What follows belongs to an exercise in optimizing a design on an open flow for small area, a short achievable clock period and few clock cycles; a production flow would make more cautious choices.
Where RTL was checked, it was by simulation tests only, not by an equivalence proof against the original.
For run 1, only the layout was checked, not whether the RTL still works.

==> flow/design.v, too long to show whole: its modules and the start of the top module <==
// module serial_config_rx: 29 lines
// module mandel_engine: 76 lines
// module mandel_tree_x: 281 lines
// module mandel_tree_y: 241 lines
// module mandel_tree_e: 224 lines
// module mandel_render_top: 36 lines
module mandel_render_top #(
    parameter int IMG_W = 8,
    parameter int IMG_H = 6
) (
    input  logic                                 clk,
    input  logic                                 reset,
    input  logic                                 cfg_sen,
    input  logic                                 cfg_sclk,
    input  logic                                 cfg_sdata,
    output logic                                 pixel_valid,
    output logic [mandel_fixed_pkg::PIX_WIDTH-1:0] pixel_count,
    output logic                                 frame_done,
    output logic                                 busy
);
  // ...
==> flow/run.sh <==
#!/bin/bash
# synth_recipe.tcl (not shown) runs the flow's synth.tcl, then flattens the netlist and writes it again
# the make line also repeats each setting of config.mk as NAME=value (left out here)
make -C /OpenROAD-flow-scripts/flow DESIGN_CONFIG=/design/flow/config.mk WORK_HOME=/design/flow/orfs CLKGATE_MAP_FILE= SYNTH_SCRIPT=/design/flow/synth_recipe.tcl finish
==> flow/config.mk <==
export PLATFORM = sky130hd
export DESIGN_NAME = mandel_render_top
export DESIGN_NICKNAME = mandel_render_top
export VERILOG_FILES = /design/flow/design.v
export SDC_FILE = /design/flow/constraint.sdc
export NUM_CORES = 4
export LEC_CHECK = 0
export CAP_MARGIN = 20
export CORE_MARGIN = 2
export CORE_UTILIZATION = 40
export SETUP_SLACK_MARGIN = 3.5
export SLEW_MARGIN = 20
==> flow/constraint.sdc <==
create_clock -name core_clock -period 9.0 [get_ports {clk}]
set_input_delay 1.8000 -clock core_clock [delete_from_list [all_inputs] [get_ports {clk}]]
set_output_delay 1.8000 -clock core_clock [all_outputs]
set_load 0.01 [all_outputs]
==> summary.txt, run 1 <==
Run status
  – Outcome: complete, no violations

Routing
  – Routed Antenna Nets: 0
  – DR WL met3: 1837 um
  – Final wirelength: 34,480 um

Timing
  – PnR worst setup slack: 2.916 ns
  – FMAX: 164.4 MHz
  – Final Max Slew Viols: 0

Finish
  – Fraction of area in multi-input gates: 69.01%
  – Inverters: 357
  – Fin area: 15,710 um2
  – Area of the multi-input gates: 10,840 um2
  – N_diodes: 0
  – Seq Cell Count: 77
  – Regs by FF count: u_rx.shreg: 33 flops, u_engine.zi: 11 flops, u_engine.zr: 11 flops
  – Area Growth Syn to Fin: 14.30%
  – Most flops, register: u_rx.shreg

Synthesis
  – Mux cell area share after synthesis: 0.9288%
  – Largest family of logic cells by synthesized area: adder cells

Placed design
  – HPWL Detailed: 25,310 um
  – Post-placement cell count: 1,895

Critical path
  – CP startpoint kind: flip-flop
  – Largest fanout on the critical path: 6
  – Cell count along the critical path: 19

CTS
  – Worst-path clk slew: 0.07 ns

Global route
  – Global-route wire length before repair: 55,390 um
  – GR Util met2: 33.84%

Min path
  – WHS Endpoint: u_rx.shreg[17]

Floorplan
  – Chip height: 189.3 um
==> module serial_config_rx, before the edit <==
module serial_config_rx (
    input  logic                 clk,
    input  logic                 reset,
    input  logic                 cfg_sen,
    input  logic                 cfg_sclk,
    input  logic                 cfg_sdata,
    output mandel_cfg_pkg::cfg_t cfg,
    output logic                 start
);
    logic                                 sen_q;
    logic                                 sclk_q;
    logic [mandel_cfg_pkg::CFG_WIDTH-1:0] shreg;
    always_ff @(posedge clk) begin
        if (reset) begin
            sen_q  <= 1'b0;
            sclk_q <= 1'b0;
        end else begin
            sen_q  <= cfg_sen;
            sclk_q <= cfg_sclk;
        end
    end
    assign start = sen_q & ~cfg_sen;
    always_ff @(posedge clk) begin
        if (cfg_sen && cfg_sclk && !sclk_q) begin
            shreg <= {cfg_sdata, shreg[mandel_cfg_pkg::CFG_WIDTH-1:1]};
        end
    end
    assign cfg = shreg;
endmodule
==> module mandel_engine, before the edit <==
module mandel_engine (
    input  logic                 clk,
    input  logic                 reset,
    input  mandel_cfg_pkg::cfg_t cfg,
    input  logic                 start,
    output logic                 pixel_valid,
    output logic [3:0]           pixel_count,
    output logic                 frame_done,
    output logic                 busy
);
    logic               active;
    logic [2:0]         x;
    logic [2:0]         y;
    logic signed [10:0] zr, zi;
    logic [6:0]         ctr;
    logic [5:0] xs, ys;
    assign xs = 6'(x) << cfg.scaling;
    assign ys = 6'(y) << cfg.scaling;
    logic [18:0] xr_s, xr_c, xsum;
    logic [17:0] yr_s, yr_c, ysum;
    logic [21:0] er_s, er_c, ms;
    mandel_tree_x u_tx (.zr(zr), .zi(zi), .cr(cfg.cr_offset), .xs(xs), .row_s(xr_s), .row_c(xr_c));
    mandel_tree_y u_ty (.zr(zr), .zi(zi), .ci(cfg.ci_offset), .ys(ys), .row_s(yr_s), .row_c(yr_c));
    mandel_tree_e u_te (.zr(zr), .zi(zi), .row_s(er_s), .row_c(er_c));
    assign xsum = xr_s + xr_c;
    assign ysum = yr_s + yr_c;
    assign ms   = er_s + er_c;
    logic esc, lim, done, last;
    logic [6:0] cnt;
    assign esc  = ms[21:18] != 4'd0;
    assign lim  = (ctr == cfg.max_ctr);
    assign done = esc || lim || (ctr + 7'd1 == cfg.max_ctr);
    assign cnt  = (esc || lim) ? ctr : ctr + 7'd1;
    assign last = (x == 3'd7) && (y == 3'd5);
    always_ff @(posedge clk) begin
        if (reset) begin
            active      <= 1'b0;
            busy        <= 1'b0;
            pixel_valid <= 1'b0;
            frame_done  <= 1'b0;
        end else begin
            pixel_valid <= 1'b0;
            frame_done  <= 1'b0;
            if (start) begin
                active <= 1'b1;
                busy   <= 1'b1;
            end else if (active && done) begin
                pixel_valid <= 1'b1;
                frame_done  <= last;
                if (last) begin
                    active <= 1'b0;
                    busy   <= 1'b0;
                end
            end
        end
    end
    always_ff @(posedge clk) begin
        if (start || (active && done)) begin
            zr  <= '0;
            zi  <= '0;
            ctr <= '0;
        end else begin
            zr  <= xsum[18:8];
            zi  <= ysum[17:7];
            ctr <= ctr + 7'd1;
        end
        if (start) begin
            x <= '0;
            y <= '0;
        end else if (active && done) begin
            x <= x + 3'd1;
            if (x == 3'd7) y <= y + 3'd1;
        end
        if (active && done) pixel_count <= cnt[cfg.ctr_select +: 4];
    end
endmodule
==> inputs of run 2 (changes only) <==
--- a/flow/design.v
+++ b/flow/design.v
@@ -40,20 +40,26 @@
     output logic                 start
 );
-    logic                                 sen_q;
-    logic                                 sclk_q;
+    logic                                 sen_q, sen_qq;
+    logic                                 sclk_q, sclk_qq;
+    logic                                 sdata_q;
     logic [mandel_cfg_pkg::CFG_WIDTH-1:0] shreg;
     always_ff @(posedge clk) begin
         if (reset) begin
-            sen_q  <= 1'b0;
-            sclk_q <= 1'b0;
+            sen_q   <= 1'b0;
+            sen_qq  <= 1'b0;
+            sclk_q  <= 1'b0;
+            sclk_qq <= 1'b0;
         end else begin
-            sen_q  <= cfg_sen;
-            sclk_q <= cfg_sclk;
+            sen_q   <= cfg_sen;
+            sen_qq  <= sen_q;
+            sclk_q  <= cfg_sclk;
+            sclk_qq <= sclk_q;
         end
+        sdata_q <= cfg_sdata;
     end
-    assign start = sen_q & ~cfg_sen;
+    assign start = sen_qq & ~sen_q;
     always_ff @(posedge clk) begin
-        if (cfg_sen && cfg_sclk && !sclk_q) begin
-            shreg <= {cfg_sdata, shreg[mandel_cfg_pkg::CFG_WIDTH-1:1]};
+        if (sen_q && sclk_q && !sclk_qq) begin
+            shreg <= {sdata_q, shreg[mandel_cfg_pkg::CFG_WIDTH-1:1]};
         end
     end
@@ -71,68 +77,117 @@
     output logic                 busy
 );
-    logic               active;
-    logic [2:0]         x;
-    logic [2:0]         y;
-    logic signed [10:0] zr, zi;
-    logic [6:0]         ctr;
-    logic [5:0] xs, ys;
-    assign xs = 6'(x) << cfg.scaling;
-    assign ys = 6'(y) << cfg.scaling;
-    logic [18:0] xr_s, xr_c, xsum;
-    logic [17:0] yr_s, yr_c, ysum;
-    logic [21:0] er_s, er_c, ms;
-    mandel_tree_x u_tx (.zr(zr), .zi(zi), .cr(cfg.cr_offset), .xs(xs), .row_s(xr_s), .row_c(xr_c));
-    mandel_tree_y u_ty (.zr(zr), .zi(zi), .ci(cfg.ci_offset), .ys(ys), .row_s(yr_s), .row_c(yr_c));
-    mandel_tree_e u_te (.zr(zr), .zi(zi), .row_s(er_s), .row_c(er_c));
-    assign xsum = xr_s + xr_c;
-    assign ysum = yr_s + yr_c;
-    assign ms   = er_s + er_c;
-    logic esc, lim, done, last;
-    logic [6:0] cnt;
-    assign esc  = ms[21:18] != 4'd0;
-    assign lim  = (ctr == cfg.max_ctr);
-    assign done = esc || lim || (ctr + 7'd1 == cfg.max_ctr);
-    assign cnt  = (esc || lim) ? ctr : ctr + 7'd1;
-    assign last = (x == 3'd7) && (y == 3'd5);
+    logic       running;
+    logic [5:0] nxt;      
+    logic [5:0] emit;     
+    logic       nxt_ok;   
+    logic               v1, f1;
+    logic [5:0]         p1;
+    logic [6:0]         k1;
+    logic [10:0]        zr1, zi1;
+    logic               v2, f2;
+    logic [5:0]         p2;
+    logic [6:0]         k2;
+    logic [10:0]        xs2, xc2;
+    logic               xcin2;
+    logic [10:0]        ys2, yc2;
+    logic               ycin2;
+    logic [21:0]        es2, ec2;
+    logic [5:0]  xsh, ysh;
+    logic [18:0] xr_s, xr_c;
+    logic [17:0] yr_s, yr_c;
+    logic [21:0] er_s, er_c;
+    logic [8:0]  xlo;
+    logic [7:0]  ylo;
+    assign xsh = 6'(p1[2:0]) << cfg.scaling;
+    assign ysh = 6'(p1[5:3]) << cfg.scaling;
+    mandel_tree_x u_tx (.zr(zr1), .zi(zi1), .cr(cfg.cr_offset), .xs(xsh), .row_s(xr_s), .row_c(xr_c));
+    mandel_tree_y u_ty (.zr(zr1), .zi(zi1), .ci(cfg.ci_offset), .ys(ysh), .row_s(yr_s), .row_c(yr_c));
+    mandel_tree_e u_te (.zr(zr1), .zi(zi1), .row_s(er_s), .row_c(er_c));
+    assign xlo = {1'b0, xr_s[7:0]} + {1'b0, xr_c[7:0]};
+    assign ylo = {1'b0, yr_s[6:0]} + {1'b0, yr_c[6:0]};
+    always_ff @(posedge clk) begin
+        xs2   <= xr_s[18:8];
+        xc2   <= xr_c[18:8];
+        xcin2 <= xlo[8];
+        ys2   <= yr_s[17:7];
+        yc2   <= yr_c[17:7];
+        ycin2 <= ylo[7];
+        es2   <= er_s;
+        ec2   <= er_c;
+        f2    <= f1;
+        p2    <= p1;
+        k2    <= k1;
+    end
+    logic [10:0] zr_n, zi_n;
+    logic [21:0] mag;
+    logic        esc, lim0, lim1, stop, fin, out_now, last;
+    logic [6:0]  k_inc, cnt;
+    assign zr_n  = xs2 + xc2 + 11'(xcin2);
+    assign zi_n  = ys2 + yc2 + 11'(ycin2);
+    assign mag   = es2 + ec2;
+    assign esc   = mag[21:18] != 4'd0;
+    assign k_inc = k2 + 7'd1;
+    assign lim0  = (k2 == cfg.max_ctr);
+    assign lim1  = (k_inc == cfg.max_ctr);
+    assign stop  = esc || lim0 || lim1;
+    assign fin   = f2 || stop;
+    assign cnt   = (f2 || esc || lim0) ? k2 : k_inc;
+    assign out_now = v2 && fin && (p2 == emit);
+    assign last  = (p2 == 6'd47);
+    assign nxt_ok = (nxt != 6'd48);
+    logic take;    
+    assign take = running && nxt_ok && (!v2 || out_now);
     always_ff @(posedge clk) begin
         if (reset) begin
-            active      <= 1'b0;
+            running     <= 1'b0;
             busy        <= 1'b0;
             pixel_valid <= 1'b0;
             frame_done  <= 1'b0;
+            v1          <= 1'b0;
+            v2          <= 1'b0;
         end else begin
+            v2          <= v1;
             pixel_valid <= 1'b0;
             frame_done  <= 1'b0;
             if (start) begin
-                active <= 1'b1;
-                busy   <= 1'b1;
-            end else if (active && done) begin
-                pixel_valid <= 1'b1;
-                frame_done  <= last;
-                if (last) begin
-                    active <= 1'b0;
-                    busy   <= 1'b0;
+                running <= 1'b1;
+                busy    <= 1'b1;
+                v1      <= 1'b0;
+                v2      <= 1'b0;
+            end else begin
+                if (out_now) begin
+                    pixel_valid <= 1'b1;
+                    frame_done  <= last;
+                    if (last) begin
+                        running <= 1'b0;
+                        busy    <= 1'b0;
+                    end
                 end
+                v1 <= take || (v2 && !out_now);
             end
         end
     end
     always_ff @(posedge clk) begin
-        if (start || (active && done)) begin
-            zr  <= '0;
-            zi  <= '0;
-            ctr <= '0;
+        if (start) begin
+            nxt  <= '0;
+            emit <= '0;
         end else begin
-            zr  <= xsum[18:8];
-            zi  <= ysum[17:7];
-            ctr <= ctr + 7'd1;
+            if (take)    nxt  <= nxt + 6'd1;
+            if (out_now) emit <= emit + 6'd1;
         end
-        if (start) begin
-            x <= '0;
-            y <= '0;
-        end else if (active && done) begin
-            x <= x + 3'd1;
-            if (x == 3'd7) y <= y + 3'd1;
+        if (out_now) pixel_count <= cnt[cfg.ctr_select +: 4];
+        if (take) begin
+            p1  <= nxt;
+            f1  <= 1'b0;
+            k1  <= '0;
+            zr1 <= '0;
+            zi1 <= '0;
+        end else begin
+            p1  <= p2;
+            f1  <= fin;
+            k1  <= fin ? cnt : k_inc;
+            zr1 <= zr_n;
+            zi1 <= zi_n;
         end
-        if (active && done) pixel_count <= cnt[cfg.ctr_select +: 4];
     end
 endmodule
--- a/flow/config.mk
+++ b/flow/config.mk
@@ -9,4 +9,4 @@
 export CORE_MARGIN = 2
 export CORE_UTILIZATION = 40
-export SETUP_SLACK_MARGIN = 3.5
+export SETUP_SLACK_MARGIN = 5
 export SLEW_MARGIN = 20
==> summary.txt, run 2 <==
Critical path
  – Arrival time worst endpoint: 4.22 ns (was 6.17 ns)
  – Worst EP required: 9.34 ns (was 9.08 ns)
  – CP endpoint kind: flip-flop (unchanged)
  – Critical-path cell list: clkinv_2 -> fa_1 -> inv_1 -> fa_1 -> fa_1 -> inv_1 -> fa_2 -> fa_1 -> inv_1 -> fa_1 (was and2_4 -> fa_2 -> inv_2 -> fa_2 -> inv_2 -> fa_2 -> fa_1 -> inv_1 -> fa_1 -> inv_2 -> ha_4 -> nand3_4 -> or4_4 -> a22oi_2 -> o311ai_4 -> a211oi_4 -> o211ai_4 -> mux2_4 -> mux4_2)
  – CP delay by family, top: adder cells (unchanged)
  – Critical path's largest stage delay: 0.57 ns (was 0.58 ns)
  – CP startpoint kind: flip-flop (unchanged)
  – Slowest cell on crit path: fa_1 (was fa_2)
  – WS Path Type: flip-flop to flip-flop (unchanged)
  – CP dominant cell by count: fa_1
  – CP Buf/Inv Count: 4 (unchanged)
  – Largest fanout on the critical path: 15 (was 6)

Routing
  – Via density: 4.763 (was 5.069)
  – Initial detailed-routing violation count: 581 (was 568)
  – Routed vias: 10,170 (was 9,935)
  – DRC: 0 (unchanged)
  – Routed Antenna Nets: 0 (unchanged)
  – Pre-antenna DRT Iters: 5 (unchanged)
  – Final wirelength: 35,640 um (was 34,480 um)
  – DR WL/cell: 16.69 um (was 17.59 um)

Placed design
  – Gpl congestion: 0.8543 (was 0.9213)
  – # port buffers: 11 (unchanged)
  – Post-placement cell count: 2,100 (was 1,895)
  – Dpl ws: 4.518 ns (was 2.016 ns)
  – HPWL Detailed: 27,520 um (was 25,310 um)

Synthesis
  – Area leader, netlist: fa_1 (unchanged)
  – Share of synthesized registers carrying an async set or reset: 0% (unchanged)
  – Mapped Nets: 1,974 (was 1,853)
  – #FFs+latches synth: 195 (was 77)
  – Share of the synthesized area in the top cell type: 33.65% (was 37.73%)
  – Post-synthesis average cell area: 10.01 um2 (was 9.297 um2)
  – Mapped Area: 16,000 um2 (was 13,740 um2)
  – Gate Count Post-Synth: 1,599 (was 1,478)
  – Synth cell types: 63 (was 74)
  – Yosys warns: 2 (unchanged)
  – Most instantiated cells after synthesis: inv_1 (408), fa_1 (269), dfxtp_1 (158) (was inv_1 (354), fa_1 (259), nand2_1 (131))
  – Number of synthesized flops with an enable pin: 37 (unchanged)
  – Top FF cell, synth: dfxtp_1 (unchanged)
  – Sequential fraction of the synthesis area: 26.71% (was 13.91%)
  – Most numerous cell in the Yosys netlist: inv_1 (unchanged)
  – Synth top area cells: fa_1 (34%), dfxtp_1 (20%), inv_1 (9.6%) (was fa_1 (38%), ha_1 (10%), inv_1 (9.7%))

Floorplan
  – Rows: 73 (was 67)
  – Die width: 204.0 um (was 189.3 um)
  – Die area: 41,620 um2 (was 35,850 um2)
  – Chip height: 204.0 um (was 189.3 um)
  – Initial Util: 40.37% (was 40.77%)
  – Core area: 39,640 um2 (was 33,700 um2)
  – I/O pin count: 12 (unchanged)

Global route
  – Initial antenna violation count: 0 (was 1)
  – Pin count of the biggest net entering global routing: 42 (was 34)
  – Global-route wire length before repair: 58,440 um (was 55,390 um)
  – GRT overflow: 0 (unchanged)
  – Vias in the first global route: 11,007 (was 10,525)
  – Gr usage total: 18.46% (was 19.96%)

Timing
  – Final Max Slew Viols: 0 (unchanged)
  – Measured slew at the worst slew-check pin: 0.8565 ns (was 1.020 ns)
  – FMAX: 257.5 MHz (was 164.4 MHz)
  – RSZ-0062 raised after global routing: true (unchanged)
  – Fin Hold WS: 0.3286 ns (was 0.4467 ns)
  – Fin crit share: 43.15% (was 67.60%)
  – Final TNS setup: 0 ns (unchanged)
  – Final Skew: 0.01315 ns (was 0.006304 ns)
  – Endpoints failing setup: 0 (unchanged)
  – Min Clock Period, post-route: 3.883 ns (was 6.084 ns)
  – Final Hold Fails: 0 (unchanged)
  – PnR worst setup slack: 5.117 ns (was 2.916 ns)
  – Worst rel slew slack: 42.82% (was 31.98%)

Flow run
  – Max-cap check violation count: 0 (unchanged)

Finish
  – Regs by FF count: u_rx.shreg: 33 flops, u_engine.ec2: 20 flops, u_engine.es2: 20 flops (was u_rx.shreg: 33 flops, u_engine.zi: 11 flops, u_engine.zr: 11 flops)
  – Fin nets: 1,972 (was 1,882)
  – Most flops, register: u_rx.shreg (unchanged)
  – Commonest non-fill, non-tap cells in the layout: inv_1 (408), fa_1 (267), dfxtp_1 (145) (was inv_1 (341), fa_1 (251), nand2_1 (126))
  – Layout cells sized above 1: 5.780% (was 13.56%)
  – Area Growth Syn to Fin: 8.780% (was 14.30%)
  – Most common cell after layout, fill and taps aside: inv_1 (unchanged)
  – Number of flip-flops in the largest register: 33 (unchanged)
  – Final Non-Filler Cells: 2,135 (was 1,960)

CTS
  – TritonCTS clock tree: built (unchanged)
  – CTS buffer count: 17 (was 9)
  – Clk latency of the worst-skew pair: 0.46 ns (was 0.35 ns)
  – Worst-path clk slew: 0.08 ns (was 0.07 ns)
  – TritonCTS sink count: 195 (was 77)
  – H-tree depth: 4 (was 3)
  – Clk root buf: clkbuf_16 (unchanged)
  – Max Root-Sink Buffers: 2 (unchanged)

Min path
  – Tightest Hold Check Type: flip-flop to flip-flop (unchanged)

Run status
  – Outcome: complete, no violations (unchanged)
-- run 2: layout make-up --
class,count,area (um2)
clock buffer,21,481.7
sequential,195,4303
fill,3803,22230
clock inverter,10,112.6
antenna,1,2.502
timing repair buffer,24,257.7
tap,525,656.9
multi-input combinational,944,10030
inverter,415,1567
-- run 2: what timing repair did --
action,in CTS,in global routing
pin swaps,1,3
resized for setup,11,22
hold buffers,0,0
setup endpoints to repair,43,44
gates cloned,0,1
setup buffers,2,0
-- run 2: logic make-up after synthesis --
| family | count (synthesis) | synth area share (%) |
|---|---|---|
| adders and majority gates | 370 | 41.55 |
| DFF | 195 | 26.71 |
| buffers and inverters | 460 | 10.84 |
| and+or+nand+nor | 383 | 11.51 |
| AOI/OAI and AO/OA | 101 | 4.128 |
| muxes | 27 | 1.814 |
| xor gates and xnor gates | 63 | 3.448 |
-- run 2: per-stage QoR --
step	cell area (um2)	util (%)
2_1_floorplan	16000	-
3_3_place_gp	16680	42.08
3_5_place_dp	16680	42.08
4_1_cts	17310	43.67
5_1_grt	17410	43.91
6_report	17410	43.91
-- run 2: layer usage --
metal | vias up | routed length, um | track usage [%]
met1 | 5116 | 15550 | 24.56
li1 | 4759 | - | -
met2 | 241 | 17040 | 30.42
met5 | - | 0 | 0
met3 | 54 | 1921 | 3.125
met4 | 0 | 1125 | 6.625
-- run 2: worst register-to-register path: cells and delay by family (launching register included) --
family	cells	cell delay [ns]
adders and majority gates	6	2.90
DFF	1	0.47
buffers and inverters	4	0.39
-- run 2: worst paths after layout --
path	from	endpoint	slack (ns)	depth (start not counted)
min	u_engine.k1[5]	u_engine.k2[5]	0.33	0
min reg2reg	u_engine.k1[5]	u_engine.k2[5]	0.33	0
max reg2reg	u_engine.zr1[6]	u_engine.xc2[5]	5.12	10
max	u_engine.zr1[6]	u_engine.xc2[5]	5.12	10
Testbench counts of run 2, summed over its fixed seeds: cycles 220,640.

==> separate check: timing with driven ports <==
Ports are ideal in the flow. The routed layouts listed here were re-timed in OpenROAD.
Step 1, drivers: a clkbuf_16 drives clk and a buf_2 each remaining input, both assumed.
Step 2, shift: input delay + t, output delay - t, t = (earliest + latest rising clock arrival at the registers) / 2. This alone moves slack from input paths to output paths.
Slacks: no drivers / after step 1 / after step 2; pairs: no drivers / after step 1.
| run | t, ns | setup slack, ns | hold slack, ns | worst slew at a driven data input, ns |
|---|---|---|---|---|
| run 1 | 0.390 | 2.916 / 2.916 / 2.916 | 0.447 / 0.447 / 0.447 | 0.03 |
| run 2 | 0.508 | 5.117 / 5.117 / 5.117 | 0.329 / 0.329 / 0.329 | 0.03 |
After both steps setup and hold are still met in every run listed.
